This design comes from an exercise in tuning for small area, a short achievable clock period and few clock cycles on the open sky130 flow, not from production work. Where RTL was checked, it was by simulation tests only, not by an equivalence proof against the original. Power figures rest on the tool's default switching activity, not on a simulated workload.

Setup of build 5:
Design bitmap_page_allocator_top, start of the top module:
module bitmap_page_allocator_top
(
    input  wire logic                clk,
    input  wire logic                rst_n,
    input  wire logic                in_valid,
    output logic                     in_ready,
    input  wire logic [bpa_pkg::KIND_W-1:0]   kind,
    input  wire logic [bpa_pkg::PAGE_W-1:0]   page,
    output logic                     out_valid,
    input  wire logic                out_ready,
    output logic [bpa_pkg::STATUS_W-1:0]      status,
    output logic [bpa_pkg::PAGE_W-1:0]        alloc_page,
    output logic [bpa_pkg::COUNT_W-1:0]       free_pages,
    input  wire logic                cfg_valid,
    output logic                     cfg_ready,
    input  wire logic                cfg_index,
    input  wire logic [bpa_pkg::COUNT_W-1:0]  cfg_data
);
For scale: ~3300 cells after synthesis, roughly 620 flip-flops, about 51 I/O pins.
Settings: LEC_CHECK=0, CAP_MARGIN=0, CORE_MARGIN=2, CORE_UTILIZATION=40, CTS_CLUSTER_DIAMETER=120, CTS_CLUSTER_SIZE=24, SETUP_SLACK_MARGIN=2.0, SLEW_MARGIN=0; clock period 5.0 ns.
run.sh (not shown) runs the stock make flow with config.mk's settings and CLKGATE_MAP_FILE= SYNTH_SCRIPT=/design/flow/synth_recipe.tcl, a recipe that flattens the netlist after the stock synthesis.
Having completed the whole flow, build 5 delivered a layout that passed the timing, DRC and antenna checks.
Testbench counts of build 5, summed over its fixed seeds: cycles 12,170.
Relative to build 5, the following input files were edited for build 29:
# build 5
export LEC_CHECK = 0
export CAP_MARGIN = 0
export CORE_MARGIN = 2
export CORE_UTILIZATION = 40
export CTS_CLUSTER_DIAMETER = 120
export CTS_CLUSTER_SIZE = 24
export SETUP_SLACK_MARGIN = 2.0
export SLEW_MARGIN = 0
create_clock -name core_clock -period 5.0 [get_ports {clk}]
# build 29
export LEC_CHECK = 0
export CAP_MARGIN = 20
export CORE_MARGIN = 2
export CORE_UTILIZATION = 40
export SETUP_SLACK_MARGIN = 2.1
export SLEW_MARGIN = 20
create_clock -name core_clock -period 5.0 [get_ports {clk}]
==> comparison <==
- Of the two values seen for startpoint-to-endpoint class of the critical path, reg -> reg was produced by build 29 and in -> reg by build 5.
- Looking at clock power, build 29 sits about 90% above build 5.
- The lower portion of total power attributed to sequential cells of build 5 and build 29 is in build 29.
- Wire length (build 5 / build 29): 0.926
- Build 29 ended up with a higher fraction of final layout cells sized beyond drive strength 1 than build 5 did.
- Wire length on met2 for build 29 is higher than for build 5.
- The combinational power in build 29 is 1.14 times that in build 5.
- Slew of the pin with the lowest slew margin: build 29 < build 5
- Build 29 vs. build 5: total placed cells including tap cells rose 17; fmax about even.
- The lower clock buffer count in the final layout came out of build 5.
- In build 29, critical path depth is lower than in build 5.
Inputs modified between build 29 and build 72:
# build 29
export LEC_CHECK = 0
export CAP_MARGIN = 20
export CORE_MARGIN = 2
export CORE_UTILIZATION = 40
export SETUP_SLACK_MARGIN = 2.1
export SLEW_MARGIN = 20
create_clock -name core_clock -period 5.0 [get_ports {clk}]
# build 72
export LEC_CHECK = 0
export CAP_MARGIN = 20
export CORE_MARGIN = 2
export CORE_UTILIZATION = 40
export CTS_CLUSTER_DIAMETER = 120
export CTS_CLUSTER_SIZE = 24
export SETUP_SLACK_MARGIN = 1.8
export SLEW_MARGIN = 20
export TNS_END_PERCENT = 10
create_clock -name core_clock -period 5.0 [get_ports {clk}]
[summary]
- Summary of build 72 over build 29: post-route worst setup slack went down 320 ps, global-route wire length before repair lost 12%, total area of sequential cells did not really move, global-route usage over all layers shows a reduction of 5.5 points, area after synthesis saw little to no change.
- Diff build 29 -> build 72: multi-input logic area went down about 8%, internal power summed over all cells has decreased, post-route worst hold slack saw little to no change.
--- input diff build 72..build 50 ---
# build 72
export LEC_CHECK = 0
export CAP_MARGIN = 20
export CORE_MARGIN = 2
export CORE_UTILIZATION = 40
export CTS_CLUSTER_DIAMETER = 120
export CTS_CLUSTER_SIZE = 24
export SETUP_SLACK_MARGIN = 1.8
export SLEW_MARGIN = 20
export TNS_END_PERCENT = 10
create_clock -name core_clock -period 5.0 [get_ports {clk}]
# build 50
export LEC_CHECK = 0
export CAP_MARGIN = 20
export CORE_MARGIN = 2
export CORE_UTILIZATION = 40
export SETUP_SLACK_MARGIN = 1.8
export SLEW_MARGIN = 20
create_clock -name core_clock -period 5.0 [get_ports {clk}]
Notes after the runs:
For build 50, the critical path launch point was u_dp.nz_q[0], unlike build 72, where it was kind[0].
Going from build 72 to build 50, wire length per cell after detailed routing grew by a little under 10%.
Highest signal layer in the routed design: met4 -> build 50, met5 -> build 72
Re delay of the slowest cell on the worst path: build 72 and build 50 aren't equal, and the lower value belongs to build 72.
Diff build 50..build 72 | top-level I/O count | unchanged
Build 72 → build 50: sequential share of layout area now sits lower, shortest period the worst path allows has decreased, final cell count without fillers rose by 119.

## build 94
Another version of the RTL of bitmap_page_allocator_top (not shown whole).
For scale: roughly 51 I/O pins, ~28000 µm² of cells after synthesis.
clock: 5.0 ns
lec_check: 0
cap_margin: 20
core_margin: 2
core_utilization: 40
slew_margin: 20
Testbench counts of build 94, summed over its fixed seeds: cycles 12,170.
Here is what was changed in the inputs of build 63 compared with build 94.
- SETUP_SLACK_MARGIN: unset -> 1.5
### Flow results
A capturing element of the worst setup path of fw_q[8] is what build 94 shows, while fw_q[11] belongs to build 63. Between build 94 and build 63, the difference in final count of negative-setup-slack endpoints is negligible. Sort build 94 and build 63 by count of instances resized after the clock tree is built, ascending, and build 94 comes first. Area growth from synthesis to final layout: build 94 and build 63 compared, lower one is build 94. Lower post-detailed-routing wire length was reported by build 94, not build 63. Relative to build 94, the final cell area reported for build 63 is higher. On shortest period the worst path allows, build 94 loses to build 63.
[inputs] build 83 vs build 63
- SETUP_SLACK_MARGIN removed (was 1.5)
- CTS_BUF_LIST newly set to sky130_fd_sc_hd__clkbuf_4 sky130_fd_sc_hd__clkbuf_8
Findings:
- On critical path depth: between build 63 and build 83, it ends up lower for build 63.
- Build 83 — overall fraction of global-route tracks in use 1.4 points lower, build 63 as reference
- Between build 63 and build 83, combinational cell fraction of total power decreased.
- Of the two values seen for top metal layer carrying routed signals, met5 was produced by build 63 and met4 by build 83.
- Maximum frequency shrinks by more than 10% when moving from build 63 to build 83.
- Build 83 has completed all stages; timing, DRC and antenna checks passed.
- Between build 63 and build 83, the share of cell area taken by flip-flops and latches is higher for build 83.
- Routing usage on met2 in build 83 is 2.5 points lower than in build 63
- Re share of the cycle needed by the critical path after routing: build 63 and build 83 aren't equal, and the higher value belongs to build 83.
- On clock share of power, build 63 and build 83 are basically level.
- Build 83 vs build 63, internal power contribution went down by 0.95%.
- Area growth from synthesis to final layout in build 83 vs build 63: down 4.6 points
- Sequential cell count essentially unchanged between build 63 and build 83.

bitmap_page_allocator_top with an RTL version that a note above also has.
For scale: ~620 flip-flops, ~51 I/O pins.
## bitmap_page_allocator_top
module bitmap_page_allocator_top
(
    input  wire logic                clk,
    input  wire logic                rst_n,
    input  wire logic                in_valid,
    output logic                     in_ready,
    input  wire logic [bpa_pkg::KIND_W-1:0]   kind,
    input  wire logic [bpa_pkg::PAGE_W-1:0]   page,
    output logic                     out_valid,
    input  wire logic                out_ready,
    output logic [bpa_pkg::STATUS_W-1:0]      status,
    output logic [bpa_pkg::PAGE_W-1:0]        alloc_page,
    output logic [bpa_pkg::COUNT_W-1:0]       free_pages,
    input  wire logic                cfg_valid,
    output logic                     cfg_ready,
    input  wire logic                cfg_index,
    input  wire logic [bpa_pkg::COUNT_W-1:0]  cfg_data
);
export LEC_CHECK = 0
export CAP_MARGIN = 20
export CORE_MARGIN = 2
export CORE_UTILIZATION = 40
export CTS_CLUSTER_DIAMETER = 120
export CTS_CLUSTER_SIZE = 24
export SETUP_SLACK_MARGIN = 1.8
export SLEW_MARGIN = 20
create_clock -name core_clock -period 5.0 [get_ports {clk}]
Testbench counts at the start, summed over its fixed seeds: cycles 12,170.
Rerun with:
CTS_CLUSTER_DIAMETER = default   (was 120)
CTS_CLUSTER_SIZE = default   (was 24)
SETUP_SLACK_MARGIN = 1.5   (was 1.8)
Outcome: The changed run went through all stages and came out clean. Design area increases by 1.6%. Worst setup slack loses 0.31 ns. Power increases by 17%. Wire length decreases by 9.2%. Fmax decreases by 8.8%. Cell count increases by 0.79%. Utilization increases by 0.75 points. Clock skew decreases by 0.043 ns.
Rerun with:
CTS_CLUSTER_DIAMETER = 100   (was default)
CTS_CLUSTER_SIZE = 30   (was default)
SETUP_SLACK_MARGIN = 1.8   (was 1.5)
Result: The changed run finished with timing, DRC and antenna clean. Sequential cell count is unchanged. Routed wire length climbs by 11%. Hold slack gains 0.0041 ns. Power drops by 15%. Non-clock buffer count climbs by 69. Clock-buffer cell count drops by 77. Cell area drops by 0.76%.
Rerun with:
CAP_MARGIN = 0   (was 20)
CTS_CLUSTER_DIAMETER = 120   (was 100)
CTS_CLUSTER_SIZE = 24   (was 30)
SLEW_MARGIN = 0   (was 20)
Maximum frequency rose slightly.
Routed wire length fell slightly.
Core utilization fell by 0.26 points.
Sequential share of layout area rose by 0.21 points.

## lane 1
Another version of the RTL of bitmap_page_allocator_top (not shown whole).
For scale: ~3500 cells after synthesis, about 640 flip-flops, ~51 I/O pins, ~30000 µm² of cells after synthesis.
Settings: LEC_CHECK=0, CAP_MARGIN=20, CORE_MARGIN=2, CORE_UTILIZATION=40, SETUP_SLACK_MARGIN=2.0, SLEW_MARGIN=20; clock period 5.0 ns.
Lane 1: all stages complete, timing, DRC and antenna checks passed
Input changes introduced in lane 2 (baseline for comparison: lane 1):
# lane 1
export LEC_CHECK = 0
export CAP_MARGIN = 20
export CORE_MARGIN = 2
export CORE_UTILIZATION = 40
export SETUP_SLACK_MARGIN = 2.0
export SLEW_MARGIN = 20
create_clock -name core_clock -period 5.0 [get_ports {clk}]
# lane 2
export LEC_CHECK = 0
export CAP_MARGIN = 20
export CORE_MARGIN = 2
export CORE_UTILIZATION = 40
export SETUP_SLACK_MARGIN = 1.0
export SLEW_MARGIN = 20
create_clock -name core_clock -period 5.0 [get_ports {clk}]
## What came out
Lane 2: done, clean on timing, DRC and antenna. From lane 1 to lane 2 the numbers moved as follows: fraction of layout instances using a drive strength above 1 dropped 11 points, worst setup slack dropped 0.38 ns. Compared with lane 1, lane 2 shows a lower area of placed instances. Number of DRC violations after detailed-routing iteration 0, lane 2 vs lane 1: down by a little under 10%. [lane 2] minimum clock period after layout rose 0.38 ns relative to lane 1. Delta (lane 2 minus lane 1): total power lost 550 µW, clock buffer count roughly the same, non-clock buffer total of the final layout dropped 140, aggregate global-route resource usage has decreased, proportion of power drawn by combinational gates -2.9 points. The logic depth of the worst setup path including buffers number comes out higher for lane 1 vs lane 2. The slowest library cell on the worst path comes out sky130_fd_sc_hd__or4_4 in one run and sky130_fd_sc_hd__a21boi_2 in the other, namely in lane 1 and lane 2 respectively.
No run of this note included a check of the RTL's function; only the layout flow was run.

## static timing again, ports no longer ideal
The results above use ideal ports. As a check the final layouts listed here were re-extracted and re-timed, cells and wires unchanged.
Step 1 sets driving cells, clkbuf_16 on the clock port and buf_2 on the other inputs (assumed; they add their load-dependent delay and slew).
Step 2 moves the port delays by t, midway between the first and last clock arrival at a register: inputs arrive t later, outputs are due t later. That takes back most of the time a late clock gives input paths.
Three values: no drivers, after step 1, after step 2; two values: the first two.
run	shift t [ns]	setup WS [ns]	worst hold slack (ns)	worst setup path after step 2	worst slew at a driven data input, ns
build 5	0.723	1.898 / 1.911 / 1.209	0.456 / 0.424 / 0.456	input to register	0.06
build 29	0.692	1.906 / 1.906 / 1.374	0.449 / 0.449 / 0.449	input to register	0.06
build 72	0.720	1.585 / 1.619 / 0.899	0.450 / 0.408 / 0.457	input to register	0.04
build 50	0.676	1.702 / 1.702 / 1.126	0.450 / 0.450 / 0.450	input to register	0.05
build 94	0.666	0.787 / 0.787 / 0.307	0.456 / 0.456 / 0.456	input to register	0.04
build 63	0.664	1.512 / 1.512 / 0.973	0.458 / 0.458 / 0.458	input to register	0.10
build 83	0.769	0.793 / 0.793 / 0.320	0.460 / 0.460 / 0.460	input to register	0.04
the first run of note 3	0.716	1.771 / 1.771 / 1.113	0.456 / 0.431 / 0.456	input to register	0.05
the second run of note 3	0.681	1.460 / 1.493 / 0.811	0.452 / 0.436 / 0.452	input to register	0.04
the third run of note 3	0.712	1.740 / 1.740 / 1.087	0.456 / 0.416 / 0.461	input to register	0.05
the fourth run of note 3	0.717	1.777 / 1.777 / 1.147	0.462 / 0.430 / 0.462	input to register	0.05
lane 1	0.710	1.503 / 1.503 / 1.162	0.445 / 0.445 / 0.445	input to register	0.04
lane 2	0.702	1.124 / 1.142 / 0.470	0.452 / 0.407 / 0.452	input to register	0.04
After both steps setup and hold are still met in every run listed. The setup slack of build 5, which loses most, moves by +0.013 ns with the drivers and by -0.689 ns with both steps.
